From an optimization exercise on the open Yosys and OpenROAD flow, aimed at a short achievable clock period and few clock cycles; shortcuts taken in it are not production practice. Function was checked by simulation only, so behaviour that the tests miss may differ from the original. No driver is modelled on the clock port, so clocking that relies on it looks cheaper here than on a real chip. Power is estimated from default activity; no workload was simulated.

[config.mk]
export PLATFORM = sky130hd
export DESIGN_NAME = icache_top
export DESIGN_NICKNAME = icache_top
export VERILOG_FILES = /design/flow/design.v
export SDC_FILE = /design/flow/constraint.sdc
export NUM_CORES = 4
export LEC_CHECK = 0
export CAP_MARGIN = 20
export CORE_MARGIN = 2
export CORE_UTILIZATION = 55
export SETUP_SLACK_MARGIN = 2.5
export SLEW_MARGIN = 20
export SYNTH_HIERARCHICAL = 1
[constraint.sdc]
create_clock -name core_clock -period 5.5 [get_ports {clk}]
set_input_delay 1.1000 -clock core_clock [delete_from_list [all_inputs] [get_ports {clk}]]
set_output_delay 1.1000 -clock core_clock [all_outputs]
set_load 0.01 [all_outputs]
[design.v]
package icache_pkg;
	localparam int NUM_WAYS = 4;
	localparam int WAY_IDX_W = 2;
	localparam int WORDS_PER_SLICE = 16;
	localparam int WORD_BYTES = 4;
	localparam int SLICE_BYTES = WORDS_PER_SLICE * WORD_BYTES;
	localparam int SLICE_SHIFT = 6;
	localparam int WORD_IDX_W = 4;
	localparam int L2_CREDITS = 2;
	localparam int CREDIT_W = $clog2(L2_CREDITS + 1);
	typedef logic [31:0] word_t;
	typedef logic [31:0] addr_t;
	typedef enum logic [1:0]
	{
		IDLE,
		REQUEST,
		COMMIT
	} refill_state_e;
endpackage
`timescale 1ns/100ps
module icache_g_xnor2
(
	input  logic i_a,
	input  logic i_b,
	output logic o_y
);
	assign o_y = !(i_a ^ i_b);
endmodule
module icache_g_nand3
(
	input  logic [2:0] i_a,
	output logic       o_y
);
	assign o_y = !(&i_a);
endmodule
module icache_g_nor3
(
	input  logic [2:0] i_a,
	output logic       o_y
);
	assign o_y = !(|i_a);
endmodule
module icache_g_a22oi
(
	input  logic i_a1,
	input  logic i_a2,
	input  logic i_b1,
	input  logic i_b2,
	output logic o_y
);
	assign o_y = !((i_a1 && i_a2) || (i_b1 && i_b2));
endmodule
module icache_g_nand4
(
	input  logic [3:0] i_a,
	output logic       o_y
);
	assign o_y = !(&i_a);
endmodule
module icache_g_o2111ai
(
	input  logic i_a1,
	input  logic i_a2,
	input  logic i_b1,
	input  logic i_c1,
	input  logic i_d1,
	output logic o_y
);
	assign o_y = !((i_a1 || i_a2) && i_b1 && i_c1 && i_d1);
endmodule
module icache_g_inv
(
	input  logic i_a,
	output logic o_y
);
	assign o_y = !i_a;
endmodule
module icache_g_and4
(
	input  logic [3:0] i_a,
	output logic       o_y
);
	assign o_y = &i_a;
endmodule
module icache_dec4
(
	input  logic [3:0]  i_a,
	output logic [15:0] o_oh
);
	logic [3:0] an;
	for (genvar b = 0; b < 4; b++)
	begin : g_inv
		icache_g_inv u_inv (.i_a(i_a[b]), .o_y(an[b]));
	end
	for (genvar i = 0; i < 16; i++)
	begin : g_line
		icache_g_and4 u_and
		(
			.i_a ({i[3] ? i_a[3] : an[3], i[2] ? i_a[2] : an[2],
				i[1] ? i_a[1] : an[1], i[0] ? i_a[0] : an[0]}),
			.o_y (o_oh[i])
		);
	end
endmodule
module icache_slice
(
	input  logic [25:0] i_blk,
	input  logic [25:0] i_tag,
	input  logic        i_tvalid,
	input  logic        i_full,
	output logic [8:0]  o_n,
	output logic        o_nfast
);
	logic [26:0] x;
	logic [8:0]  n;
	logic [2:0]  eq;
	for (genvar j = 0; j < 26; j++)
	begin : g_x
		icache_g_xnor2 u_x (.i_a(i_blk[j]), .i_b(i_tag[j]), .o_y(x[j]));
	end
	assign x[26] = i_tvalid;
	for (genvar k = 0; k < 9; k++)
	begin : g_n
		icache_g_nand3 u_n (.i_a(x[3*k +: 3]), .o_y(n[k]));
	end
	assign o_n = n;
	for (genvar k = 0; k < 3; k++)
	begin : g_e
		icache_g_nor3 u_e (.i_a(n[3*k +: 3]), .o_y(eq[k]));
	end
	icache_g_nand4 u_nf (.i_a({eq, i_full}), .o_y(o_nfast));
endmodule
module icache_seq
(
	input  logic [29:0] i_pc,
	input  logic [29:0] i_exp,
	input  logic        i_ok,
	output logic [10:0] o_n,
	output logic        o_nseq
);
	logic [32:0] x;
	logic [10:0] n;
	logic [3:0]  e;
	for (genvar j = 0; j < 30; j++)
	begin : g_x
		icache_g_xnor2 u_x (.i_a(i_pc[j]), .i_b(i_exp[j]), .o_y(x[j]));
	end
	assign x[30] = i_ok;
	assign x[31] = 1'b1;
	assign x[32] = 1'b1;
	for (genvar k = 0; k < 11; k++)
	begin : g_n
		icache_g_nand3 u_n (.i_a(x[3*k +: 3]), .o_y(n[k]));
	end
	assign o_n = n;
	for (genvar k = 0; k < 3; k++)
	begin : g_e
		icache_g_nor3 u_e (.i_a(n[3*k +: 3]), .o_y(e[k]));
	end
	icache_g_nor2 u_e3 (.i_a(n[10:9]), .o_y(e[3]));
	icache_g_nand4 u_ns (.i_a(e), .o_y(o_nseq));
endmodule
`timescale 1ns/100ps
module icache_word_sel
(
	input  logic [15:0]  i_word,
	input  logic [511:0] i_mem,
	output logic [31:0]  o_data
);
	always_comb
	begin
		o_data = '0;
		for (int i = 0; i < 16; i++)
			o_data = o_data | (i_mem[i*32 +: 32] & {32{i_word[i]}});
	end
endmodule
`timescale 1ns/100ps
module icache_g_nand2
(
	input  logic [1:0] i_a,
	output logic       o_y
);
	assign o_y = !(&i_a);
endmodule
module icache_g_nor2
(
	input  logic [1:0] i_a,
	output logic       o_y
);
	assign o_y = !(|i_a);
endmodule
module icache_or4
(
	input  logic [3:0] i_a,
	output logic       o_y
);
	logic [1:0] t;
	icache_g_nor2  u_t0 (.i_a(i_a[1:0]), .o_y(t[0]));
	icache_g_nor2  u_t1 (.i_a(i_a[3:2]), .o_y(t[1]));
	icache_g_nand2 u_y  (.i_a(t), .o_y(o_y));
endmodule
module icache_read_sel
(
	input  logic [3:0] i_nfast,
	input  logic       i_nseq,
	input  logic       i_nslow,
	output logic       o_miss
);
	logic [1:0] t;
	icache_g_nand3 u_t0 (.i_a(i_nfast[2:0]), .o_y(t[0]));
	icache_g_nand3 u_t1 (.i_a({i_nfast[3], i_nseq, i_nslow}), .o_y(t[1]));
	icache_g_nor2  u_m  (.i_a(t), .o_y(o_miss));
endmodule
`timescale 1ns/100ps
module icache_top
(
	input  logic  clk,
	input  logic  rst_n,
	input  logic [31:0] i_pc,
	input  logic  i_l2_rvalid,
	input  logic [31:0] i_l2_rdata,
	output logic [31:0] o_code,
	output logic  o_code_valid,
	output logic  o_miss,
	output logic  o_l2_req,
	output logic [31:0] o_l2_addr
);
	localparam int W = 4;    
	localparam int N = 16;   
	logic [25:0]  tag    [W];
	logic [W-1:0] tvalid;
	logic [W-1:0] victim;
	logic [N-1:0] wvalid [W];
	logic [W-1:0] act;
	logic [3:0]   nxt    [W];
	logic [3:0]   rem    [W];
	logic [31:0]  mem    [W][N];
	logic [1:0]   cnt;
	logic [W-1:0][N-1:0] q_oh0, q_oh1;
	logic [W-1:0] q_w0, q_w1;
	logic [31:2]  ptag;
	logic [W-1:0] alloc_q;
	logic         sel_pc;
	logic         req_q;
	logic [W-1:0] req_w;      
	logic [N-1:0] req_i;      
	logic [31:0]  req_addr;
	logic [W-1:0] dem;
	logic         dlv_q;
	logic [3:0]   pidx;
	logic [N-1:0] pdec;
	logic [W-1:0] match;
	logic [W-1:0] ready;
	logic [W-1:0] arrive;
	logic [W-1:0] full;       
	logic         nslow_q;    
	logic         hit;
	logic         deliver;
	logic [31:0]  rd_word;
	assign pidx = i_pc[5:2];
	always_comb
		for (int i = 0; i < N; i++)
			pdec[i] = (pidx == 4'(i));
	logic [8:0]   eqn [W];
	logic [W-1:0] nfast;
	logic [3:0]   pinc;
	logic         seq_ok;
	logic [10:0]  seqn;
	logic         nseq;
	logic         seq;
	icache_seq u_seq
	(
		.i_pc   (i_pc[31:2]),
		.i_exp  ({ptag[31:6], pinc}),
		.i_ok   (seq_ok),
		.o_n    (seqn),
		.o_nseq (nseq)
	);
	assign seq = ~|seqn;
	for (genvar w = 0; w < W; w++)
	begin : g_way
		icache_slice u_way
		(
			.i_blk    (i_pc[31:6]),
			.i_tag    (tag[w]),
			.i_tvalid (tvalid[w]),
			.i_full   (full[w]),
			.o_n      (eqn[w]),
			.o_nfast  (nfast[w])
		);
	end
	icache_read_sel u_miss
	(
		.i_nfast  (nfast),
		.i_nseq   (nseq),
		.i_nslow  (nslow_q),
		.o_miss   (o_miss)
	);
	always_comb
		for (int w = 0; w < W; w++)
		begin
			match[w]  = ~|eqn[w];
			arrive[w] = i_l2_rvalid && |(q_oh0[w] & pdec);
			ready[w]  = match[w] && (|(wvalid[w] & pdec) || arrive[w]);
		end
	logic [31:0]  wword [W];
	logic [31:0]  word_q [W];
	for (genvar w = 0; w < W; w++)
	begin : g_rd
		logic [N*32-1:0] mem_flat;
		for (genvar i = 0; i < N; i++)
		begin : g_i
			assign mem_flat[i*32 +: 32] = mem[w][i];
		end
		icache_word_sel u_rd
		(
			.i_word (pdec),
			.i_mem  (mem_flat),
			.o_data (wword[w])
		);
	end
	for (genvar b = 0; b < 32; b++)
	begin : g_code
		icache_or4 u_or
		(
			.i_a ({word_q[3][b], word_q[2][b], word_q[1][b], word_q[0][b]}),
			.o_y (rd_word[b])
		);
	end
	assign hit     = |match;
	assign deliver = |(match & full) || seq || !nslow_q;
	logic [N-1:0] pdec_n;
	logic         next_ok;
	always_comb
	begin
		for (int i = 0; i < N; i++)
			pdec_n[i] = (pidx == 4'(i - 1)) && (i != 0);
		next_ok = 1'b0;
		for (int w = 0; w < W; w++)
			next_ok = next_ok || (match[w] &&
				|((wvalid[w] | ({N{i_l2_rvalid}} & q_oh0[w])) & pdec_n));
	end
	logic victim_busy;
	assign victim_busy = |(victim & (act | q_w0 | q_w1 | req_w));
	logic alloc;
	assign alloc = !hit && !victim_busy && !(|alloc_q);
	logic [1:0] cnt_nxt;
	logic       credit;
	assign cnt_nxt = cnt + {1'b0, req_q} - {1'b0, i_l2_rvalid};
	assign credit  = (cnt_nxt != 2'd2);
	logic [W-1:0] pick;
	logic [W-1:0] dem_act;
	logic [W-1:0] oldest;
	logic         any_act;
	always_comb
	begin
		dem_act = dem & act;
		oldest = '0;
		for (int k = W-1; k >= 0; k--)
			for (int v = 0; v < W; v++)
				if (victim[v] && act[(v + k) % W])
				begin
					oldest = '0;
					oldest[(v + k) % W] = 1'b1;
				end
		pick    = (dem_act != '0) ? dem_act : oldest;
		any_act = |act;
	end
	logic issue;
	assign issue = credit && any_act && !alloc;
	logic [3:0]  pick_idx;
	logic [25:0] pick_tag;
	always_comb
	begin
		pick_idx = '0;
		pick_tag = '0;
		for (int w = 0; w < W; w++)
		begin
			pick_idx = pick_idx | (nxt[w] & {4{pick[w]}});
			pick_tag = pick_tag | ((alloc_q[w] ? ptag[31:6] : tag[w]) & {26{pick[w]}});
		end
	end
	logic [N-1:0] req_oh;
	always_comb
		for (int i = 0; i < N; i++)
			req_oh[i] = sel_pc ? (ptag[5:2] == 4'(i)) : req_i[i];
	always_ff @(posedge clk, negedge rst_n)
	begin
		if (!rst_n)
		begin
			tvalid <= '0;
			victim <= 4'b0001;
			act    <= '0;
			cnt    <= '0;
			req_q  <= 1'b0;
			req_w  <= '0;
			sel_pc <= 1'b0;
			alloc_q <= '0;
			dlv_q  <= 1'b0;
			nslow_q <= 1'b1;
			seq_ok  <= 1'b0;
			full   <= '0;
			q_oh0  <= '0;
			q_oh1  <= '0;
			q_w0   <= '0;
			q_w1   <= '0;
			for (int w = 0; w < W; w++)
				wvalid[w] <= '0;
		end
		else
		begin
			cnt     <= cnt_nxt;
			dlv_q   <= deliver;
			nslow_q <= !(|ready && !deliver);
			seq_ok  <= deliver && next_ok;
			for (int w = 0; w < W; w++)
			begin
				if (alloc_q[w])
				begin
					tvalid[w] <= 1'b1;
					wvalid[w] <= '0;
					full[w]   <= 1'b0;
				end
				else
				begin
					wvalid[w] <= wvalid[w] | ({N{i_l2_rvalid}} & q_oh0[w]);
					full[w]   <= &(wvalid[w] | ({N{i_l2_rvalid}} & q_oh0[w]));
				end
			end
			if (i_l2_rvalid)
			begin
				q_oh0 <= q_oh1;
				q_w0  <= q_w1;
				q_oh1 <= '0;
				q_w1  <= '0;
			end
			if (req_q)
			begin
				if (cnt == 2'd0 || (cnt == 2'd1 && i_l2_rvalid))
				begin
					for (int w = 0; w < W; w++)
						q_oh0[w] <= req_w[w] ? req_oh : '0;
					q_w0 <= req_w;
				end
				else
				begin
					for (int w = 0; w < W; w++)
						q_oh1[w] <= req_w[w] ? req_oh : '0;
					q_w1 <= req_w;
				end
			end
			req_q   <= 1'b0;
			req_w   <= '0;
			sel_pc  <= 1'b0;
			alloc_q <= alloc ? victim : '0;
			if (alloc)
			begin
				for (int w = 0; w < W; w++)
					if (victim[w])
						act[w] <= 1'b1;
				victim <= {victim[W-2:0], victim[W-1]};
				if (credit)
				begin
					req_q  <= 1'b1;
					req_w  <= victim;
					sel_pc <= 1'b1;
				end
			end
			else if (issue)
			begin
				req_q <= 1'b1;
				req_w <= pick;
				for (int w = 0; w < W; w++)
					if (pick[w] && rem[w] == 4'd0)
						act[w] <= 1'b0;
			end
		end
	end
	always_ff @(posedge clk)
	begin
		for (int w = 0; w < W; w++)
		begin
			if (alloc_q[w])
				tag[w] <= ptag[31:6];
			if (alloc && victim[w])
			begin
				nxt[w] <= credit ? pidx + 1'b1 : pidx;
				rem[w] <= credit ? 4'd14 : 4'd15;
			end
			else if (issue && pick[w])
			begin
				nxt[w] <= nxt[w] + 1'b1;
				rem[w] <= rem[w] - 1'b1;
			end
		end
		req_i    <= N'(1) << pick_idx;
		req_addr <= alloc ? {i_pc[31:2], 2'b00} : {pick_tag, pick_idx, 2'b00};
		ptag     <= i_pc[31:2];
		pinc     <= pidx + 1'b1;
		dem    <= hit ? match : (|alloc_q) ? alloc_q : victim;
		for (int w = 0; w < W; w++)
			word_q[w] <= wword[w] & {32{match[w]}};
		for (int w = 0; w < W; w++)
			for (int i = 0; i < N; i++)
				if (i_l2_rvalid && q_oh0[w][i])
					mem[w][i] <= i_l2_rdata;
	end
	assign o_l2_req     = req_q;
	assign o_l2_addr    = req_addr;
	assign o_code_valid = dlv_q;
	assign o_code       = rd_word;
endmodule
[run.sh]
#!/bin/bash
# synth_recipe.tcl (not shown) runs the flow's synth.tcl, then flattens the netlist and writes it again
# the make line also repeats each setting of config.mk as NAME=value (left out here)
make -C /OpenROAD-flow-scripts/flow DESIGN_CONFIG=/design/flow/config.mk WORK_HOME=/design/flow/orfs CLKGATE_MAP_FILE= SYNTH_SCRIPT=/design/flow/synth_recipe.tcl finish
==> impl_metrics.toml, run 1 <==
[setup_path]
reg2reg_slack_ps = 2610
worstPathArrival_ps = 2250
end_kind = "primary output"
crit_type = "input port to primary output"
crit_path_end = "o_miss"
reg2reg_from = "tag[1][6]"
reg2regPathDepth = 10
startpoint_type = "input port"
crit_start = "i_pc[11]"
reg2reg_to = "req_addr[10]"
required_ps = 4400
cp_max_fo = 7

[sta]
timing.final.hold_violations = 0
grt_setup_unrepaired = "yes"
setup-violations-final = 0
period_needed_ps = 3350
report.final.slew_viol_count = 0
fin_setup_tns_ps = 0
skew_ps = 49.1
max_clock_freq_mhz = 299
worst_pin_slew_ps = 1200
slew_headroom_pct = 19.3
finalCritPeriodShare_pct = 60.8

[clocking]
cts_root_buf = "clkbuf_16"
numClockSinks = 2627
numCtsBuffers = 283
h-tree-depth = 5
insertion_delay_ps = 940
clkTransAtPathRegs_ps = 50
clk_path_buf_depth = 4
cts_tree = "built"

[global_routing]
grt_use_total_pct = 32.5
grt_first_pass_wirelength_mm = 412
gr-total-overflow = 0
antenna_found_initial = 17
grt_pass1_vias = 55800
grt_max_degree = 102

[flow_run]
maxCapViolCount = 0

[finish]
final_cell_mix = "2080 x edfxtp_1, 517 x a22o_1, 508 x a221oi_1"
post-route-util_pct = 63.8
layout_commonest_cell = "edfxtp_1"
areaGrowthSynthToFinish_pct = 15.6
fillers = 12600
drive_gt1_share_pct = 20.3
final_nets = 6173
final_cell_area_sq_um = 112000

[synth]
syn_area_sq_um = 96900
ys_warn_count = 22
synth_top_area_share_pct = 64.4
synth_flop_cell = "edfxtp_1"
synth_top_cell_by_area = "edfxtp_1"
yosysSeqAreaShare_pct = 76.9
synth_edf_count = 2080
synthTopCellsByArea = "edfxtp_1 64%, dfxtp_1 6.5%, dfrtp_1 5.9%"
async_reset_ff_share_pct = 8.79
synthCells = 5740
ys_seq_elements = 2627
syn_avg_cell_area_sq_um = 16.9
synth.distinct_cells = 63

[routing]
first_pass_iters = 9
wirelength_mm = 296
first_iter_violations = 7599
num_vias = 57900
vias_per_cell = 6.70
remaining_drc_errors = 0
routedWlPerCell_um = 34.2
drtAntennaViolNets = 0

[power_and_ir_drop]
peakVddDrop_v = 0.000329
p_leak_nw = 38.3
power_w = 0.0416
cellPowerDensity_nw_per_um2 = 371

[floorplanning]
dieArea_sq_um = 180000
die_w_um = 424
die_h_um = 424
fp-row-count = 154
floorplan.initialDensity_pct = 55.2
pin_count = 134
core_region_area_sq_um = 176000

[placement]
hpwlAfterDp_mm = 157
gp_congestion = 0.908
portBuffers = 129
placed_cell_area_sq_um = 101000

[outcome]
run_status = "finished clean"

[hold_path]
min-delay-path-class = "input port to asynchronous set/reset pin"
==> through the flow <==
stage	worst slack (ps)	hold WS, ps	std cells
2_1_floorplan	2170	438	5742
3_3_place_gp	808	451	8100
3_5_place_dp	729	453	8100
4_1_cts	2160	211	8617
5_1_grt	2070	261	8637
6_report	2150	217	8644
==> power breakdown <==
| group | internal [W] | leakage (nW) | total, W | switching [W] |
|---|---|---|---|---|
| sequential | 0.0214 | 24.5 | 0.0215 | 0.0000592 |
| combinational | 0.000514 | 9.39 | 0.00171 | 0.00119 |
| clock | 0.0109 | 4.37 | 0.0184 | 0.00750 |
| total | 0.0328 | 38.3 | 0.0416 | 0.00875 |
==> routing by layer <==
layer  up-vias  GRT usage [%]  part of all wire (%)
met5         -              0                 0.028
met3       510           6.65                    10
met2      3162           50.9                    47
met4        12           10.8                   3.3
li1      24000              -                     -
met1     30200           45.9                    40
==> modules after synthesis, one instance, submodules excluded, a selection <==
module | times used | cells inside | cell area (sq um)
icache_top | 1 | 4094 | 83700
icache_word_sel | 4 | 336 | 2830
icache_g_xnor2 | 134 | 1 | 8.76
icache_g_nand4 | 5 | 1 | 6.26
icache_g_nand3 | 49 | 1 | 5.00
icache_g_nor2 | 66 | 1 | 3.75
icache_seq | 1 | 1 | 3.75
==> cell usage after synthesis (40+ instances only) <==
cell type / n
a221oi_1: 512
clkbuf_1: 160
nand4_1: 143
dfrtp_1: 229
mux2_2: 111
and2_1: 196
nand2_1: 185
buf_6: 97
dfxtp_1: 316
xnor2_1: 150
a22oi_1: 82
a22o_1: 517
edfxtp_1: 2080
inv_1: 40
o22ai_1: 92
nand3_1: 70
a31oi_1: 43
mux2i_1: 73
o21ai_0: 97
nor2_1: 266
==> worst min-delay path by stage <==
stage / start / cells after the start / to
after floorplan: tvalid[0] / 1 / tvalid[0]
after global placement: tvalid[2] / 1 / tvalid[2]
after detailed placement: tvalid[1] / 1 / tvalid[1]
after CTS: rst_n / 1 / tvalid[2]
after global routing: rst_n / 1 / act[0]
final: rst_n / 1 / alloc_q[0]
==> flip-flops by register name, summed over array words and instances, names as in the netlist, 16 cells and up <==
signal / cells
nxt: 16
word_q: 128
ptag: 30
req_addr: 30
wvalid: 64
q_oh1: 64
tag: 104
q_oh0: 64
rem: 16
req_i: 16
mem: 2048
==> layout make-up <==
cell class	count	area (sq um)	area share, %
inverters	40	243	0.217
clock inverters	80	694	0.620
multi-input cells	2766	21800	19.5
clock buffers	414	8200	7.32
well taps	2340	2930	2.61
flip-flops and latches	2627	74800	66.7
repair buffers	370	3350	2.99
diodes	7	17.5	0.0156
==> what timing repair did <==
action	4_1_cts	5_1_grt
pin swaps	67	30
cloned	0	2
setup buffers	23	18
resized for setup	552	81
setup endpoints to repair	297	102
hold buffers	0	0
==> worst max-delay path: stages <==
cell	delay (ps)
buf_4	160
xnor2_2	190
nand3_2	130
nor3_2	200
nand4_1	130
nand3_1	120
nor2_2	60
buf_2	140
==> cell families (layout without fill, tap and decap cells) <==
logic type                 count (synthesis)  in the layout  synth area share, %
buffers and inverters                    350            904                 2.20
DFF                                     2627           2627                 76.9
other                                      2             11              0.00775
muxes                                    184            184                 2.04
xor gates and xnor gates                 157            157                 1.42
adders and majority gates                 18             18                0.232
AOI/OAI and AO/OA                       1426           1426                 12.0
and+or+nand+nor                          976            977                 5.18
Testbench counts, summed over its fixed seeds: cycles 73,500.
==> run 2, diff against run 1 <==
--- a/design.v
+++ b/design.v
@@ -161,4 +161,40 @@
 	icache_g_nand4 u_ns (.i_a(e), .o_y(o_nseq));
 endmodule
+module icache_g_and2
+(
+	input  logic [1:0] i_a,
+	output logic       o_y
+);
+	assign o_y = &i_a;
+endmodule
+module icache_pdec
+(
+	input  logic [3:0]  i_a,
+	output logic [15:0] o_oh
+);
+	logic [3:0] an;
+	logic [3:0] lo, hi;
+	for (genvar b = 0; b < 4; b++)
+	begin : g_inv
+		icache_g_inv u_inv (.i_a(i_a[b]), .o_y(an[b]));
+	end
+	for (genvar k = 0; k < 4; k++)
+	begin : g_pre
+		icache_g_and2 u_lo
+		(
+			.i_a ({k[1] ? i_a[1] : an[1], k[0] ? i_a[0] : an[0]}),
+			.o_y (lo[k])
+		);
+		icache_g_and2 u_hi
+		(
+			.i_a ({k[1] ? i_a[3] : an[3], k[0] ? i_a[2] : an[2]}),
+			.o_y (hi[k])
+		);
+	end
+	for (genvar i = 0; i < 16; i++)
+	begin : g_line
+		icache_g_and2 u_and (.i_a({hi[i/4], lo[i%4]}), .o_y(o_oh[i]));
+	end
+endmodule
 `timescale 1ns/100ps
 module icache_word_sel
@@ -259,7 +295,5 @@
 	logic [31:0]  rd_word;
 	assign pidx = i_pc[5:2];
-	always_comb
-		for (int i = 0; i < N; i++)
-			pdec[i] = (pidx == 4'(i));
+	icache_pdec u_pdec (.i_a(pidx), .o_oh(pdec));
 	logic [8:0]   eqn [W];
 	logic [W-1:0] nfast;
@@ -334,6 +368,5 @@
 	always_comb
 	begin
-		for (int i = 0; i < N; i++)
-			pdec_n[i] = (pidx == 4'(i - 1)) && (i != 0);
+		pdec_n = {pdec[N-2:0], 1'b0};
 		next_ok = 1'b0;
 		for (int w = 0; w < W; w++)
--- a/config.mk
+++ b/config.mk
@@ -8,5 +8,5 @@
 export CAP_MARGIN = 20
 export CORE_MARGIN = 2
-export CORE_UTILIZATION = 55
+export CORE_UTILIZATION = 40
 export SETUP_SLACK_MARGIN = 2.5
 export SLEW_MARGIN = 20
==> run 2 against run 1 <==
Compared with the run above: worst hold slack lost 160 ps; sequential cell count is the same; non-clock buffer count shrank 71; cell count grew 8.4%; critical path depth is the same; largest power group unchanged; cell area is essentially flat; maximum frequency grew 0.26%; power shrank 0.91%; still clean.
==> impl_metrics.toml, run 2 <==
[synth]
async_reset_ff_share_pct = 8.79
ys_seq_elements = 2627
synthXorXnorAreaFrac_pct = 1.42
syn_avg_cell_area_sq_um = 17.0
yosysSeqAreaShare_pct = 76.9
synth_edf_count = 2080
synth_fa_ha_area_share_pct = 0.193
synthMuxAreaShare_pct = 2.12
yosysMostFrequentCell = "edfxtp_1"
synth_top_family_by_area = "compound AO/OA/AOI/OAI gates"
synth_common_cells = "2080 x edfxtp_1, 542 x a22o_1, 536 x a221oi_1"
synth_compound_area_share_pct = 12.0
syn_area_sq_um = 97000
synth_top_cell_by_area = "edfxtp_1"
synth_flop_cell = "edfxtp_1"
synth-simple-area-share_pct = 5.13
synth_top_area_share_pct = 64.4
synth.distinct_cells = 63
ys_warn_count = 22
synthCells = 5690
synthTopCellsByArea = "edfxtp_1 64%, dfxtp_1 6.5%, dfrtp_1 5.9%"

[setup_path]
crit_family = "simple AND/OR/NAND/NOR gates"
crit_buf_inv = 2
path_cells = "buf_4, xnor2_2, nand3_2, nor3_4, nand4_1, nand3_2, nor2_4, buf_6"
required_ps = 4400
crit_top_cell = "nand3_2"
crit_type = "input port to primary output"
end_kind = "primary output"
cp_max_fo = 7
cp_slowest_cell = "nor3_4"
worstPathArrival_ps = 2240
max_stage_delay_ps = 210
startpoint_type = "input port"

[routing]
vias_per_cell = 6.20
wirelength_mm = 303
remaining_drc_errors = 0
drtAntennaViolNets = 0
first_pass_iters = 6
first_iter_violations = 7570
routedWlPerCell_um = 32.3
num_vias = 58100

[clocking]
hold_buffers = 0
cts_tree = "built"
insertion_delay_ps = 940
cts_root_buf = "clkbuf_16"
numCtsBuffers = 279
h-tree-depth = 5
numClockSinks = 2627
clkTransAtPathRegs_ps = 60
clk_path_buf_depth = 4

[finish]
final_cell_mix = "2080 x edfxtp_1, 542 x a22o_1, 536 x a221oi_1"
final_cell_area_sq_um = 112000
final_nets = 6059
largest_register_ffs = 2048
multi_input_area_sq_um = 21700
post-route-util_pct = 46.5
drive_gt1_share_pct = 18.5
fillers = 20300
layout_commonest_cell = "edfxtp_1"
seq_area_sq_um = 74700
largest_registers = "mem (2048), word_q (128), tag (104)"
areaGrowthSynthToFinish_pct = 15.4
top_register = "mem"

[sta]
slew_headroom_pct = 23.5
grt_setup_unrepaired = "yes"
timing.final.hold_violations = 0
skew_ps = 67.2
worst_pin_slew_ps = 1140
max_clock_freq_mhz = 300
setup-violations-final = 0
report.final.slew_viol_count = 0
period_needed_ps = 3340
fin_setup_tns_ps = 0
finalCritPeriodShare_pct = 60.7

[floorplanning]
die_w_um = 496
core_region_area_sq_um = 241000
fp-row-count = 180
die_h_um = 496
floorplan.initialDensity_pct = 40.3
dieArea_sq_um = 246000
pin_count = 134

[global_routing]
grt_first_pass_wirelength_mm = 420
gr-total-overflow = 0
grt_pass1_vias = 56300
antenna_found_initial = 32
grt_use_total_pct = 23.9
grt_max_degree = 202

[placement]
gp_congestion = 0.898
portBuffers = 129
placed_cell_area_sq_um = 102000
hpwlAfterDp_mm = 152

[hold_path]
min-delay-path-class = "input port to asynchronous set/reset pin"

[power_and_ir_drop]
peakVddDrop_v = 0.000233
p_leak_nw = 37.8
cellPowerDensity_nw_per_um2 = 368

[outcome]
run_status = "finished clean"

[flow_run]
maxCapViolCount = 0
==> run 2: cell types whose count changed after synthesis, sizes merged, moves of 13 or more <==
cell and change:
and2 +25, o21ai -18, a22o +25, nor2 -39
a222oi +18, a22oi -81, a221oi +28, nor4 +13
==> run 2: per-module statistics from Yosys, one instance, submodules excluded, a selection <==
module	cell area (sq um)	cells inside
icache_g_nor3	10.0	1
icache_g_nand4	6.26	1
icache_g_nand3	5.00	1
icache_g_nand2	3.75	1
icache_seq	3.75	1
icache_g_nor2	3.75	1
icache_g_and2	6.26	1
icache_word_sel	2830	336
icache_top	83600	4016
icache_g_inv	3.75	1
icache_g_xnor2	8.76	1
==> run 2: per-stage QoR <==
step	hold WS [ps]	instances	worst slack, ps	power, W
2_1_floorplan	438	5692	2270	0.0228
3_3_place_gp	461	8825	967	0.0235
3_5_place_dp	454	8826	942	0.0235
4_1_cts	12.6	9343	2170	0.0413
5_1_grt	41.3	9365	2110	0.0422
6_report	53.3	9374	2160	0.0412
==> run 2: power by group <==
part	internal (W)	switching (W)	leakage (nW)	total [W]
combinational	0.000510	0.00123	9.09	0.00174
sequential	0.0215	0.0000635	24.5	0.0215
clock	0.0104	0.00749	4.24	0.0179
total	0.0324	0.00878	37.8	0.0412
==> run 2: metal layers <==
| metal | vias to the layer above | routed length, um | track usage, % |
|---|---|---|---|
| met3 | 719 | 33600 | 5.77 |
| met5 | - | 306 | 0 |
| met4 | 34 | 12900 | 9.20 |
| met2 | 3454 | 137000 | 36.7 |
| li1 | 23800 | - | - |
| met1 | 30100 | 119000 | 33.0 |
==> run 2: logic make-up after synthesis <==
kind of cell               after synthesis
muxes                                  192
xor gates and xnor gates               157
buffers and inverters                  358
DFF                                   2627
and+or+nand+nor                        938
other                                    2
adders and majority gates               15
AOI/OAI and AO/OA                     1401
==> run 2: layout make-up <==
class	count	share of cell area, %
Clock inverter	84	0.601
Clock buffer	398	7.06
Antenna cell	11	0.0246
Timing Repair Buffer	299	2.48
Multi-Input combinational cell	2724	19.4
Tap cell	3185	3.56
Sequential cell	2627	66.7
Inverter	46	0.165
==> run 2: path summary, 6_finish.rpt <==
| check | start | endpoint | slack, ps | cells after the start |
|---|---|---|---|---|
| worst min-delay path | rst_n | req_w[3] | 50 | 1 |
| worst max-delay path | i_pc[8] | o_miss | 2160 | 8 |
| max in group asynchronous | rst_n | q_oh1[24] | 4020 | 3 |
| worst min register to register | q_oh1[15] | q_oh1[15] | 480 | 2 |
| worst max register to register | tag[0][16] | nxt[2][1] | 2550 | 11 |
| min in group core_clock | i_pc[23] | ptag[23] | 380 | 1 |
==> run 2: repair_timing <==
item,CTS,global route
setup buffers,22,13
setup endpoints to repair,301,86
cloned,13,5
gates resized for setup,453,46
pin swaps,72,27
Testbench counts of run 2, summed over its fixed seeds: cycles 73,500.
==> run 3, diff against run 2 <==
--- a/config.mk
+++ b/config.mk
@@ -8,5 +8,5 @@
 export CAP_MARGIN = 20
 export CORE_MARGIN = 2
-export CORE_UTILIZATION = 40
+export CORE_UTILIZATION = 55
 export SETUP_SLACK_MARGIN = 2.5
 export SLEW_MARGIN = 20
==> run 3 against run 2 <==
Compared with the run above: sequential power about the same; clock-buffer cell count increased by 11; global-route usage rose by 9.5 points; setup slack got worse by 35 ps; clock skew down 20 ps; register-to-register slack worse by 90 ps; first-iteration DRC count shrank 4.4%; worst hold slack improved by 170 ps; die area decreased by 27%; largest power group unchanged.
==> impl_metrics.toml, run 3 <==
[setup_path]
startpoint_type = "input port"
crit_family = "simple AND/OR/NAND/NOR gates"
crit_buf_inv = 2
worstPathArrival_ps = 2270
end_kind = "primary output"
max_stage_delay_ps = 240
cp_slowest_cell = "nor3_2"
path_cells = "buf_4, xnor2_2, nand3_2, nor3_2, nand4_1, nand3_1, nor2_2, buf_2"
crit_type = "input port to primary output"
cp_max_fo = 7
required_ps = 4400

[global_routing]
antenna_found_initial = 22
grt_first_pass_wirelength_mm = 423
grt_max_degree = 142
gr-total-overflow = 0
grt_pass1_vias = 56300
grt_use_total_pct = 33.5

[sta]
grt_setup_unrepaired = "yes"
timing.final.hold_violations = 0
skew_ps = 47.1
setup-violations-final = 0
fin_setup_tns_ps = 0
period_needed_ps = 3370
worst_pin_slew_ps = 1190
max_clock_freq_mhz = 296
slew_headroom_pct = 20.5
finalCritPeriodShare_pct = 61.3
fin_ws_ps = 2130
report.final.slew_viol_count = 0

[placement]
place_ws_ps = 826
hpwlAfterDp_mm = 152
portBuffers = 129
gp_congestion = 0.906

[power_and_ir_drop]
peakVddDrop_v = 0.000306
p_leak_nw = 38.1
cellPowerDensity_nw_per_um2 = 371

[synth]
synth_edf_count = 2080
ys_seq_elements = 2627
yosysMostFrequentCell = "edfxtp_1"
syn_area_sq_um = 97000
yosysSeqAreaShare_pct = 76.9
synth_common_cells = "2080 x edfxtp_1, 542 x a22o_1, 536 x a221oi_1"
synth.distinct_cells = 63
synth_top_area_share_pct = 64.4
syn_avg_cell_area_sq_um = 17.0
synth_top_cell_by_area = "edfxtp_1"
async_reset_ff_share_pct = 8.79
ys_warn_count = 22
synthCells = 5690
synth_flop_cell = "edfxtp_1"
synthTopCellsByArea = "edfxtp_1 64%, dfxtp_1 6.5%, dfrtp_1 5.9%"

[hold_path]
min-delay-path-class = "input port to asynchronous set/reset pin"

[finish]
largest_registers = "mem (2048), word_q (128), tag (104)"
final_nets = 6112
largest_register_ffs = 2048
post-route-util_pct = 63.5
layout_commonest_cell = "edfxtp_1"
final_cell_mix = "2080 x edfxtp_1, 542 x a22o_1, 532 x a221oi_1"
areaGrowthSynthToFinish_pct = 15.1
drive_gt1_share_pct = 19.3
top_register = "mem"

[clocking]
clk_path_buf_depth = 4
insertion_delay_ps = 930
numClockSinks = 2627
cts_root_buf = "clkbuf_16"
cts_tree = "built"
numCtsBuffers = 283
h-tree-depth = 5
clkTransAtPathRegs_ps = 60

[outcome]
run_status = "finished clean"

[floorplanning]
die_w_um = 424
core_region_area_sq_um = 176000
floorplan.initialDensity_pct = 55.2
fp-row-count = 154
dieArea_sq_um = 180000
die_h_um = 424
pin_count = 134

[routing]
remaining_drc_errors = 0
routedWlPerCell_um = 35.6
first_pass_iters = 6
drtAntennaViolNets = 0
first_iter_violations = 7236
num_vias = 58100
wirelength_mm = 306
vias_per_cell = 6.76

[flow_run]
maxCapViolCount = 0
## run 3: report_power, final
part,switching [W],internal [W]
clock network,0.00748,0.0106
registers,0.0000633,0.0215
logic,0.00125,0.000504
total,0.00879,0.0326
## run 3: layout make-up
cell class | count | area (sq um)
clock buffer | 409 | 7980
clock inverter | 81 | 719
timing repair buffer | 347 | 3220
inverter | 46 | 178
tap | 2340 | 2930
sequential | 2627 | 74700
multi-input combinational | 2725 | 21900
fill | 12700 | 64100
antenna | 16 | 40.0
## run 3: path summary, 6_finish.rpt
kind / startpoint / endpoint / slack, ps / cells after the start
max: i_pc[13] / o_miss / 2130 / 8
min: rst_n / tvalid[3] / 220 / 1
max reg2reg: tag[1][15] / nxt[2][0] / 2460 / 12
min reg2reg: q_oh1[26] / q_oh1[26] / 480 / 2
max in group asynchronous: rst_n / q_oh0[1] / 3960 / 2
min in group core_clock: i_pc[16] / ptag[16] / 370 / 1
## run 3: what timing repair did
action,4_1_cts,5_1_grt
pin swaps,51,54
hold endpoints to repair,0,0
hold buffers,0,0
gates resized for setup,449,98
setup endpoints to repair,353,107
setup buffers,23,56
cloned,14,11
## run 3: worst register-to-register path, stage by stage (launching register included)
cell and delay (ps):
dfxtp_2 340, xnor2_2 170, nand3_2 130, buf_6 140
buf_4 120, buf_6 100, or4_4 530, nor4_4 320
or4_4 250, or3_4 240, buf_4 150, nand3_4 90
nand2_4 190
## run 3: cells by family after synthesis
family | after synthesis | synth area share, %
AOI/OAI and AO/OA | 1401 | 12.0
DFF | 2627 | 76.9
other | 2 | 0.00774
muxes | 192 | 2.12
adders and majority gates | 15 | 0.193
buffers and inverters | 358 | 2.27
xor gates and xnor gates | 157 | 1.42
and+or+nand+nor | 938 | 5.13
## run 3: layer usage
| metal | track usage [%] | vias to the layer above | share of wire (%) |
|---|---|---|---|
| met2 | 52.2 | 3300 | 46 |
| met3 | 6.52 | 596 | 9.9 |
| met1 | 46.8 | 30300 | 39 |
| met5 | 0 | - | 0.032 |
| li1 | - | 23900 | - |
| met4 | 13.0 | 14 | 4.4 |
## run 3: per-stage QoR
stage	hold WS (ps)	cells	power (W)	area, sq um
2_1_floorplan	438	5692	0.0228	97300
3_3_place_gp	456	7981	0.0235	101000
3_5_place_dp	452	7981	0.0236	101000
4_1_cts	203	8508	0.0415	110000
5_1_grt	257	8579	0.0425	112000
6_report	219	8591	0.0414	112000
## run 3: per-module statistics from Yosys (local to each module, per instance), a selection
| module | cells | cell area [sq um] | copies in the design | flops+latches |
|---|---|---|---|---|
| icache_g_nand4 | 1 | 6.26 | 5 | 0 |
| icache_top | 4016 | 83600 | 1 | 2627 |
| icache_g_nand3 | 1 | 5.00 | 49 | 0 |
| icache_word_sel | 336 | 2830 | 4 | 0 |
| icache_g_inv | 1 | 3.75 | 4 | 0 |
| icache_seq | 1 | 3.75 | 1 | 0 |
==> run 4, diff against run 3 <==
--- a/design.v
+++ b/design.v
@@ -108,5 +108,5 @@
 	input  logic [25:0] i_tag,
 	input  logic        i_tvalid,
-	input  logic        i_full,
+	input  logic        i_tfull,
 	output logic [8:0]  o_n,
 	output logic        o_nfast
@@ -129,5 +129,9 @@
 		icache_g_nor3 u_e (.i_a(n[3*k +: 3]), .o_y(eq[k]));
 	end
-	icache_g_nand4 u_nf (.i_a({eq, i_full}), .o_y(o_nfast));
+	logic nf8;
+	logic eqf;
+	icache_g_nand3 u_nf8 (.i_a({x[25:24], i_tfull}), .o_y(nf8));
+	icache_g_nor3  u_eqf (.i_a({n[7:6], nf8}), .o_y(eqf));
+	icache_g_nand3 u_nf  (.i_a({eq[1:0], eqf}), .o_y(o_nfast));
 endmodule
 module icache_seq
@@ -290,4 +294,5 @@
 	logic [W-1:0] arrive;
 	logic [W-1:0] full;       
+	logic [W-1:0] tfull;      
 	logic         nslow_q;    
 	logic         hit;
@@ -319,5 +324,5 @@
 			.i_tag    (tag[w]),
 			.i_tvalid (tvalid[w]),
-			.i_full   (full[w]),
+			.i_tfull  (tfull[w]),
 			.o_n      (eqn[w]),
 			.o_nfast  (nfast[w])
@@ -434,4 +439,5 @@
 			seq_ok  <= 1'b0;
 			full   <= '0;
+			tfull  <= '0;
 			q_oh0  <= '0;
 			q_oh1  <= '0;
@@ -454,4 +460,5 @@
 					wvalid[w] <= '0;
 					full[w]   <= 1'b0;
+					tfull[w]  <= 1'b0;
 				end
 				else
@@ -459,4 +466,5 @@
 					wvalid[w] <= wvalid[w] | ({N{i_l2_rvalid}} & q_oh0[w]);
 					full[w]   <= &(wvalid[w] | ({N{i_l2_rvalid}} & q_oh0[w]));
+					tfull[w]  <= tvalid[w] && &(wvalid[w] | ({N{i_l2_rvalid}} & q_oh0[w]));
 				end
 			end
--- a/config.mk
+++ b/config.mk
@@ -8,5 +8,5 @@
 export CAP_MARGIN = 20
 export CORE_MARGIN = 2
-export CORE_UTILIZATION = 55
+export CORE_UTILIZATION = 40
 export SETUP_SLACK_MARGIN = 2.5
 export SLEW_MARGIN = 20
==> run 4 against run 3 <==
Compared with the run above: power shrank 0.23%; sequential cell count grew 4; critical path type unchanged; critical path depth is the same; largest cell class unchanged; still clean on timing, DRC and antenna; die area is 38% higher; sequential share of layout area decreased by 0.55 points.
==> impl_metrics.toml, run 4 <==
[outcome]
run_status = "finished clean"

[finish]
largest_registers = "mem (2048), word_q (128), tag (104)"
seq_area_sq_um = 74800
areaGrowthSynthToFinish_pct = 15.6
drive_gt1_share_pct = 18.9
largest_register_ffs = 2048
fillers = 20600
final_nets = 6090
multi_input_area_sq_um = 22500
top_register = "mem"
layout_commonest_cell = "edfxtp_1"
final_cell_mix = "2080 x edfxtp_1, 536 x a22o_1, 536 x a221oi_1"

[synth]
synthTopCellsByArea = "edfxtp_1 64%, dfxtp_1 6.5%, dfrtp_1 6.0%"
synth.distinct_cells = 69
yosysSeqAreaShare_pct = 76.6
syn_area_sq_um = 97500
async_reset_ff_share_pct = 8.93
synth_top_cell_by_area = "edfxtp_1"
synth_edf_count = 2080
ys_warn_count = 22
synthCells = 5759
yosysMostFrequentCell = "edfxtp_1"
synth_flop_cell = "edfxtp_1"
ys_seq_elements = 2631
synth_common_cells = "2080 x edfxtp_1, 543 x a221oi_1, 536 x a22o_1"
syn_avg_cell_area_sq_um = 16.9
synth_top_area_share_pct = 64.1

[global_routing]
grt_max_degree = 112
grt_pass1_vias = 55900
grt_first_pass_wirelength_mm = 403
grt_use_total_pct = 22.3
antenna_found_initial = 23
gr-total-overflow = 0

[clocking]
clk_path_buf_depth = 4
hold_buffers = 0
h-tree-depth = 5
insertion_delay_ps = 930
numCtsBuffers = 280
cts_root_buf = "clkbuf_16"
clkTransAtPathRegs_ps = 60
numClockSinks = 2631
cts_tree = "built"

[floorplanning]
floorplan.initialDensity_pct = 40.2
core_region_area_sq_um = 243000
fp-row-count = 181
dieArea_sq_um = 248000
die_w_um = 498
pin_count = 134
die_h_um = 498

[routing]
drtAntennaViolNets = 0
first_pass_iters = 6
routedWlPerCell_um = 30.5
routed-wl-met3_mm = 26.7
dr.max_layer_used = "met5"
remaining_drc_errors = 0
wirelength_mm = 287
first_iter_violations = 7031
wl_met2_mm = 133
vias_per_cell = 6.07
num_vias = 57200
met1_length_mm = 118

[sta]
report.final.slew_viol_count = 0
worst_pin_slew_ps = 1150
grt_setup_unrepaired = "yes"
skew_ps = 85.7
max_clock_freq_mhz = 300
setup-violations-final = 0
timing.final.hold_violations = 0
fin_setup_tns_ps = 0
period_needed_ps = 3330
slew_headroom_pct = 23.4
finalCritPeriodShare_pct = 60.5

[placement]
gp_congestion = 0.890
hpwlAfterDp_mm = 144
portBuffers = 129

[setup_path]
crit_type = "input port to primary output"
max_stage_delay_ps = 230
cp_max_fo = 7
end_kind = "primary output"
required_ps = 4400
crit_top_cell = "nand3_2"
crit_family = "simple AND/OR/NAND/NOR gates"
cp_slowest_cell = "nor3_2"
startpoint_type = "input port"
path_cells = "buf_4, xnor2_2, nand3_2, nor3_2, nand3_1, nand3_2, nor2_4, buf_6"
worstPathArrival_ps = 2230
crit_buf_inv = 2

[power_and_ir_drop]
peakVddDrop_v = 0.000234
cellPowerDensity_nw_per_um2 = 366
power_w = 0.0413
p_leak_nw = 37.9

[flow_run]
maxCapViolCount = 0

[hold_path]
min-delay-path-class = "input port to asynchronous set/reset pin"
## run 4: per-module statistics from Yosys (local to each module, per instance), a selection
module | flops+latches | area, sq um | cells | copies in the design
icache_g_and2 | 0 | 6.26 | 1 | 24
icache_g_inv | 0 | 3.75 | 1 | 4
icache_g_nand2 | 0 | 3.75 | 1 | 32
icache_g_nand3 | 0 | 5.00 | 1 | 57
icache_g_nand4 | 0 | 6.26 | 1 | 1
icache_g_nor2 | 0 | 3.75 | 1 | 66
icache_g_nor3 | 0 | 10.0 | 1 | 15
icache_g_xnor2 | 0 | 8.76 | 1 | 134
icache_seq | 0 | 3.75 | 1 | 1
icache_top | 2631 | 84100 | 4081 | 1
icache_word_sel | 0 | 2830 | 336 | 4
## run 4: where the power goes
group          switching [W]  leakage, nW  internal (W)
clock                0.00753         4.24        0.0106
sequential         0.0000650         24.6        0.0215
combinational        0.00115         9.10      0.000486
## run 4: timing repair
item                       CTS  global route
pin swaps                   98            43
hold endpoints to repair     0             0
setup buffers               27            11
setup endpoints to repair  304            94
cloned                       1             7
resized for setup          570            75
## run 4: per-stage QoR
stage / cells / setup slack, ps / instance area, sq um / utilization, % / hold WS [ps]
global placement: 8880 / 926 / 102000 / 42.0 / 461
finish: 9418 / 2170 / 113000 / 46.4 / 234
floorplan: 5761 / 2120 / 97700 / - / 444
CTS: 9392 / 2170 / 112000 / 46.2 / 228
detailed placement: 8880 / 877 / 102000 / 42.0 / 470
global route: 9413 / 2100 / 113000 / 46.4 / 281
## run 4: final timing paths
path / from / end / slack (ps) / cells after the start
max in group asynchronous: rst_n / q_oh1[55] / 3920 / 2
min: rst_n / alloc_q[3] / 230 / 1
min in group core_clock: i_pc[18] / ptag[18] / 390 / 1
max reg2reg: tag[0][8] / nxt[1][1] / 2550 / 13
max: i_pc[31] / o_miss / 2170 / 8
min reg2reg: q_oh1[2] / q_oh1[2] / 480 / 2
## run 4: cell type report
| class | count | area share (%) |
|---|---|---|
| Multi-Input combinational cell | 2771 | 20.0 |
| Timing Repair Buffer | 279 | 2.29 |
| Antenna cell | 6 | 0.0133 |
| Sequential cell | 2631 | 66.3 |
| Inverter | 45 | 0.159 |
| Clock inverter | 82 | 0.711 |
| Clock buffer | 402 | 6.99 |
| Tap cell | 3202 | 3.55 |
## run 4: cell families (layout without fill, tap and decap cells)
kind of cell | Yosys count | after routing | synth area share (%)
xor+xnor | 157 | 157 | 1.41
flops | 2631 | 2631 | 76.6
fa+ha+maj | 15 | 15 | 0.192
simple gates | 974 | 980 | 5.39
other cells | 2 | 10 | 0.00770
buf+inv | 365 | 808 | 2.26
compound gates | 1427 | 1427 | 12.1
mux | 188 | 188 | 2.07
## run 4: routing by layer
metal | vias to the layer above | GRT usage, %
met1 | 29800 | 31.4
met5 | - | 0
li1 | 23900 | -
met4 | 16 | 7.03
met2 | 2967 | 34.9
met3 | 502 | 4.19
## run 4: worst register-to-register path, cell delays in order (launching register included)
cell and delay [ps]:
dfxtp_2 330, xnor2_2 180, nand3_2 110, buf_4 140, buf_4 120, or4_4 550
nor4_4 250, buf_4 180, or4_4 130, nor3_4 70, buf_12 180, nand2_8 80
inv_4 70, mux2_4 290
Testbench counts of run 4, summed over its fixed seeds: cycles 73,500.
==> run 5, diff against run 4 <==
--- a/design.v
+++ b/design.v
@@ -108,5 +108,5 @@
 	input  logic [25:0] i_tag,
 	input  logic        i_tvalid,
-	input  logic        i_tfull,
+	input  logic        i_full,
 	output logic [8:0]  o_n,
 	output logic        o_nfast
@@ -129,9 +129,5 @@
 		icache_g_nor3 u_e (.i_a(n[3*k +: 3]), .o_y(eq[k]));
 	end
-	logic nf8;
-	logic eqf;
-	icache_g_nand3 u_nf8 (.i_a({x[25:24], i_tfull}), .o_y(nf8));
-	icache_g_nor3  u_eqf (.i_a({n[7:6], nf8}), .o_y(eqf));
-	icache_g_nand3 u_nf  (.i_a({eq[1:0], eqf}), .o_y(o_nfast));
+	icache_g_nand4 u_nf (.i_a({eq, i_full}), .o_y(o_nfast));
 endmodule
 module icache_seq
@@ -165,40 +161,4 @@
 	icache_g_nand4 u_ns (.i_a(e), .o_y(o_nseq));
 endmodule
-module icache_g_and2
-(
-	input  logic [1:0] i_a,
-	output logic       o_y
-);
-	assign o_y = &i_a;
-endmodule
-module icache_pdec
-(
-	input  logic [3:0]  i_a,
-	output logic [15:0] o_oh
-);
-	logic [3:0] an;
-	logic [3:0] lo, hi;
-	for (genvar b = 0; b < 4; b++)
-	begin : g_inv
-		icache_g_inv u_inv (.i_a(i_a[b]), .o_y(an[b]));
-	end
-	for (genvar k = 0; k < 4; k++)
-	begin : g_pre
-		icache_g_and2 u_lo
-		(
-			.i_a ({k[1] ? i_a[1] : an[1], k[0] ? i_a[0] : an[0]}),
-			.o_y (lo[k])
-		);
-		icache_g_and2 u_hi
-		(
-			.i_a ({k[1] ? i_a[3] : an[3], k[0] ? i_a[2] : an[2]}),
-			.o_y (hi[k])
-		);
-	end
-	for (genvar i = 0; i < 16; i++)
-	begin : g_line
-		icache_g_and2 u_and (.i_a({hi[i/4], lo[i%4]}), .o_y(o_oh[i]));
-	end
-endmodule
 `timescale 1ns/100ps
 module icache_word_sel
@@ -294,5 +254,4 @@
 	logic [W-1:0] arrive;
 	logic [W-1:0] full;       
-	logic [W-1:0] tfull;      
 	logic         nslow_q;    
 	logic         hit;
@@ -300,5 +259,7 @@
 	logic [31:0]  rd_word;
 	assign pidx = i_pc[5:2];
-	icache_pdec u_pdec (.i_a(pidx), .o_oh(pdec));
+	always_comb
+		for (int i = 0; i < N; i++)
+			pdec[i] = (pidx == 4'(i));
 	logic [8:0]   eqn [W];
 	logic [W-1:0] nfast;
@@ -324,5 +285,5 @@
 			.i_tag    (tag[w]),
 			.i_tvalid (tvalid[w]),
-			.i_tfull  (tfull[w]),
+			.i_full   (full[w]),
 			.o_n      (eqn[w]),
 			.o_nfast  (nfast[w])
@@ -373,5 +334,6 @@
 	always_comb
 	begin
-		pdec_n = {pdec[N-2:0], 1'b0};
+		for (int i = 0; i < N; i++)
+			pdec_n[i] = (pidx == 4'(i - 1)) && (i != 0);
 		next_ok = 1'b0;
 		for (int w = 0; w < W; w++)
@@ -439,5 +401,4 @@
 			seq_ok  <= 1'b0;
 			full   <= '0;
-			tfull  <= '0;
 			q_oh0  <= '0;
 			q_oh1  <= '0;
@@ -460,5 +421,4 @@
 					wvalid[w] <= '0;
 					full[w]   <= 1'b0;
-					tfull[w]  <= 1'b0;
 				end
 				else
@@ -466,5 +426,4 @@
 					wvalid[w] <= wvalid[w] | ({N{i_l2_rvalid}} & q_oh0[w]);
 					full[w]   <= &(wvalid[w] | ({N{i_l2_rvalid}} & q_oh0[w]));
-					tfull[w]  <= tvalid[w] && &(wvalid[w] | ({N{i_l2_rvalid}} & q_oh0[w]));
 				end
 			end
==> flow/run.sh (new file) <==
#!/bin/bash
# Standard synthesis unchanged, then the standard layout steps with one
# extra step after clock tree synthesis (flow/post_cts.tcl)
set -euo pipefail
bash standard.sh synth > synth.log 2>&1
bash standard.sh POST_CTS_TCL=$PWD/flow/post_cts.tcl finish > layout.log 2>&1
==> flow/post_cts.tcl (new file) <==
# After clock tree synthesis: drive the fetch address inputs and the
# miss flag output through stronger port buffers, then legalize and
# repair setup timing once more
proc my_upsize_port_buffers { ports cell } {
  foreach p $ports {
    set net [get_nets -of_objects $p]
    foreach pin [get_pins -of_objects $net] {
      set inst [get_cells -of_objects $pin]
      set ref [get_property $inst ref_name]
      if { [string match "sky130_fd_sc_hd__*buf*" $ref] && $ref != $cell } {
        puts "upsize [get_full_name $inst] $ref -> $cell"
        replace_cell $inst $cell
      }
    }
  }
}
my_upsize_port_buffers [get_ports {i_pc[*]}] sky130_fd_sc_hd__buf_8
my_upsize_port_buffers [get_ports o_miss] sky130_fd_sc_hd__buf_8
estimate_parasitics -placement
detailed_placement
check_placement -verbose
estimate_parasitics -placement
report_worst_slack -max
==> standard.sh (new file) <==
#!/bin/bash
# synth_recipe.tcl (not shown) runs the flow's synth.tcl, then flattens the netlist and writes it again
# the make line also repeats each setting of config.mk as NAME=value (left out here)
make -C /OpenROAD-flow-scripts/flow DESIGN_CONFIG=/design/flow/config.mk WORK_HOME=/design/flow/orfs CLKGATE_MAP_FILE= SYNTH_SCRIPT=/design/flow/synth_recipe.tcl "${@:-finish}"
removed: run.sh
==> run 5 against run 4 <==
Compared with the run above: synthesized cell count down 0.33%; the run now fails in 4_1_cts; synthesized area decreased by 0.58%.
==> impl_metrics.toml, run 5 <==
[outcome]
run_status = "aborted with a tool error"
lastStage = "4_1_cts"
error = "[ERROR STA-0100] unsupported object type Port."

[synth]
synth_compound_area_share_pct = 12.0
synth_top_area_share_pct = 64.4
synth_common_cells = "2080 x edfxtp_1, 517 x a22o_1, 512 x a221oi_1"
synth_top_family_by_area = "compound AO/OA/AOI/OAI gates"
ys_seq_elements = 2627
syn_avg_cell_area_sq_um = 16.9
synth_top_cell_by_area = "edfxtp_1"
synth_fa_ha_area_share_pct = 0.232
yosysSeqAreaShare_pct = 76.9
synth.distinct_cells = 63
yosysMostFrequentCell = "edfxtp_1"
async_reset_ff_share_pct = 8.79
synth-simple-area-share_pct = 5.18
ys_warn_count = 22
synthXorXnorAreaFrac_pct = 1.42
synthTopCellsByArea = "edfxtp_1 64%, dfxtp_1 6.5%, dfrtp_1 5.9%"
synthMuxAreaShare_pct = 2.04
synth_edf_count = 2080
synth_flop_cell = "edfxtp_1"
syn_area_sq_um = 96900
synthCells = 5740

[placement]
placed_cell_area_sq_um = 102000
gp_congestion = 0.900
portBuffers = 129
hpwlAfterDp_mm = 164
dpl.cell_count = 8939

[floorplanning]
die_w_um = 496
floorplan.initialDensity_pct = 40.3
die_h_um = 496
pin_count = 134
fp-row-count = 180

[clocking]
numClockSinks = 2627
==> run 5: cell count changes after synthesis, moves of 8 or more <==
cell,change
a22oi_1,+81
nand2_1,+46
nor2_1,+39
a21oi_1,-35
nand4_1,-35
a221oi_1,-31
nand2b_1,-30
and2_1,-28
a221oi_2,-19
a22o_1,-19
o21ai_0,+17
a222oi_1,+8
clkbuf_1,-8
==> run 5: metrics by stage <==
step / hold WS [ps] / setup slack [ps]
after global placement: 457 / 671
after floorplan: 438 / 2170
after detailed placement: 451 / 646
==> run 5: worst max path at each step <==
stage	depth (start not counted)	slack, ps	to
3_5_place_dp	12	650	word_q[1][10]
3_3_place_gp	12	670	word_q[1][10]
2_1_floorplan	10	2170	nxt[0][0]
==> run 5: cells by family after synthesis <==
family                     after synthesis
AOI/OAI and AO/OA                     1426
xor gates and xnor gates               157
adders and majority gates               18
buffers and inverters                  350
DFF                                   2627
muxes                                  184
other                                    2
and+or+nand+nor                        976
==> run 5: power groups by stage <==
stage	clock [W]	combinational [W]	sequential, W
after global placement	0	0.00151	0.0219
after detailed placement	0	0.00153	0.0219
after floorplan	0	0.000815	0.0219
==> run 5: per-module statistics from Yosys, one instance, submodules excluded, excerpt <==
module,times used,cell area [sq um],cells inside,flops+latches
icache_top,1,83700,4094,2627
icache_word_sel,4,2830,336,0
icache_g_nor3,15,10.0,1,0
icache_g_xnor2,134,8.76,1,0
icache_g_nand4,5,6.26,1,0
icache_g_nand3,49,5.00,1,0
icache_seq,1,3.75,1,0
icache_g_nand2,32,3.75,1,0
Testbench counts of run 5, summed over its fixed seeds: cycles 73,500.

-- static timing again, ports no longer ideal --
No port has a modelled driver above. Below, the same layouts with a new extraction and two added sets of constraints. Step 1, drivers: a clkbuf_16 drives clk and a buf_2 each remaining input, both assumed. Step 2, shift: input delay + t, output delay - t, t = (earliest + latest rising clock arrival at the registers) / 2. This alone moves slack from input paths to output paths. Three values: no drivers, after step 1, after step 2; two values: the first two.
run | shift t [ns] | setup slack, ns | clock arrival spread, ns | worst data-port slew with drivers (ns)
run 1 | 1.002 | 2.154 / 2.086 / 1.548 | 0.049 / 0.049 | 0.09
run 2 | 0.973 | 2.162 / 2.127 / 1.515 | 0.087 / 0.087 | 0.11
run 3 | 1.003 | 2.127 / 2.058 / 1.413 | 0.056 / 0.056 | 0.29
run 4 | 0.985 | 2.171 / 2.114 / 1.376 | 0.095 / 0.095 | 0.16
After both steps setup and hold are still met in every run listed. For run 4, which loses most, drivers alone change the setup slack by -0.057 ns; drivers and shift together by -0.795 ns.
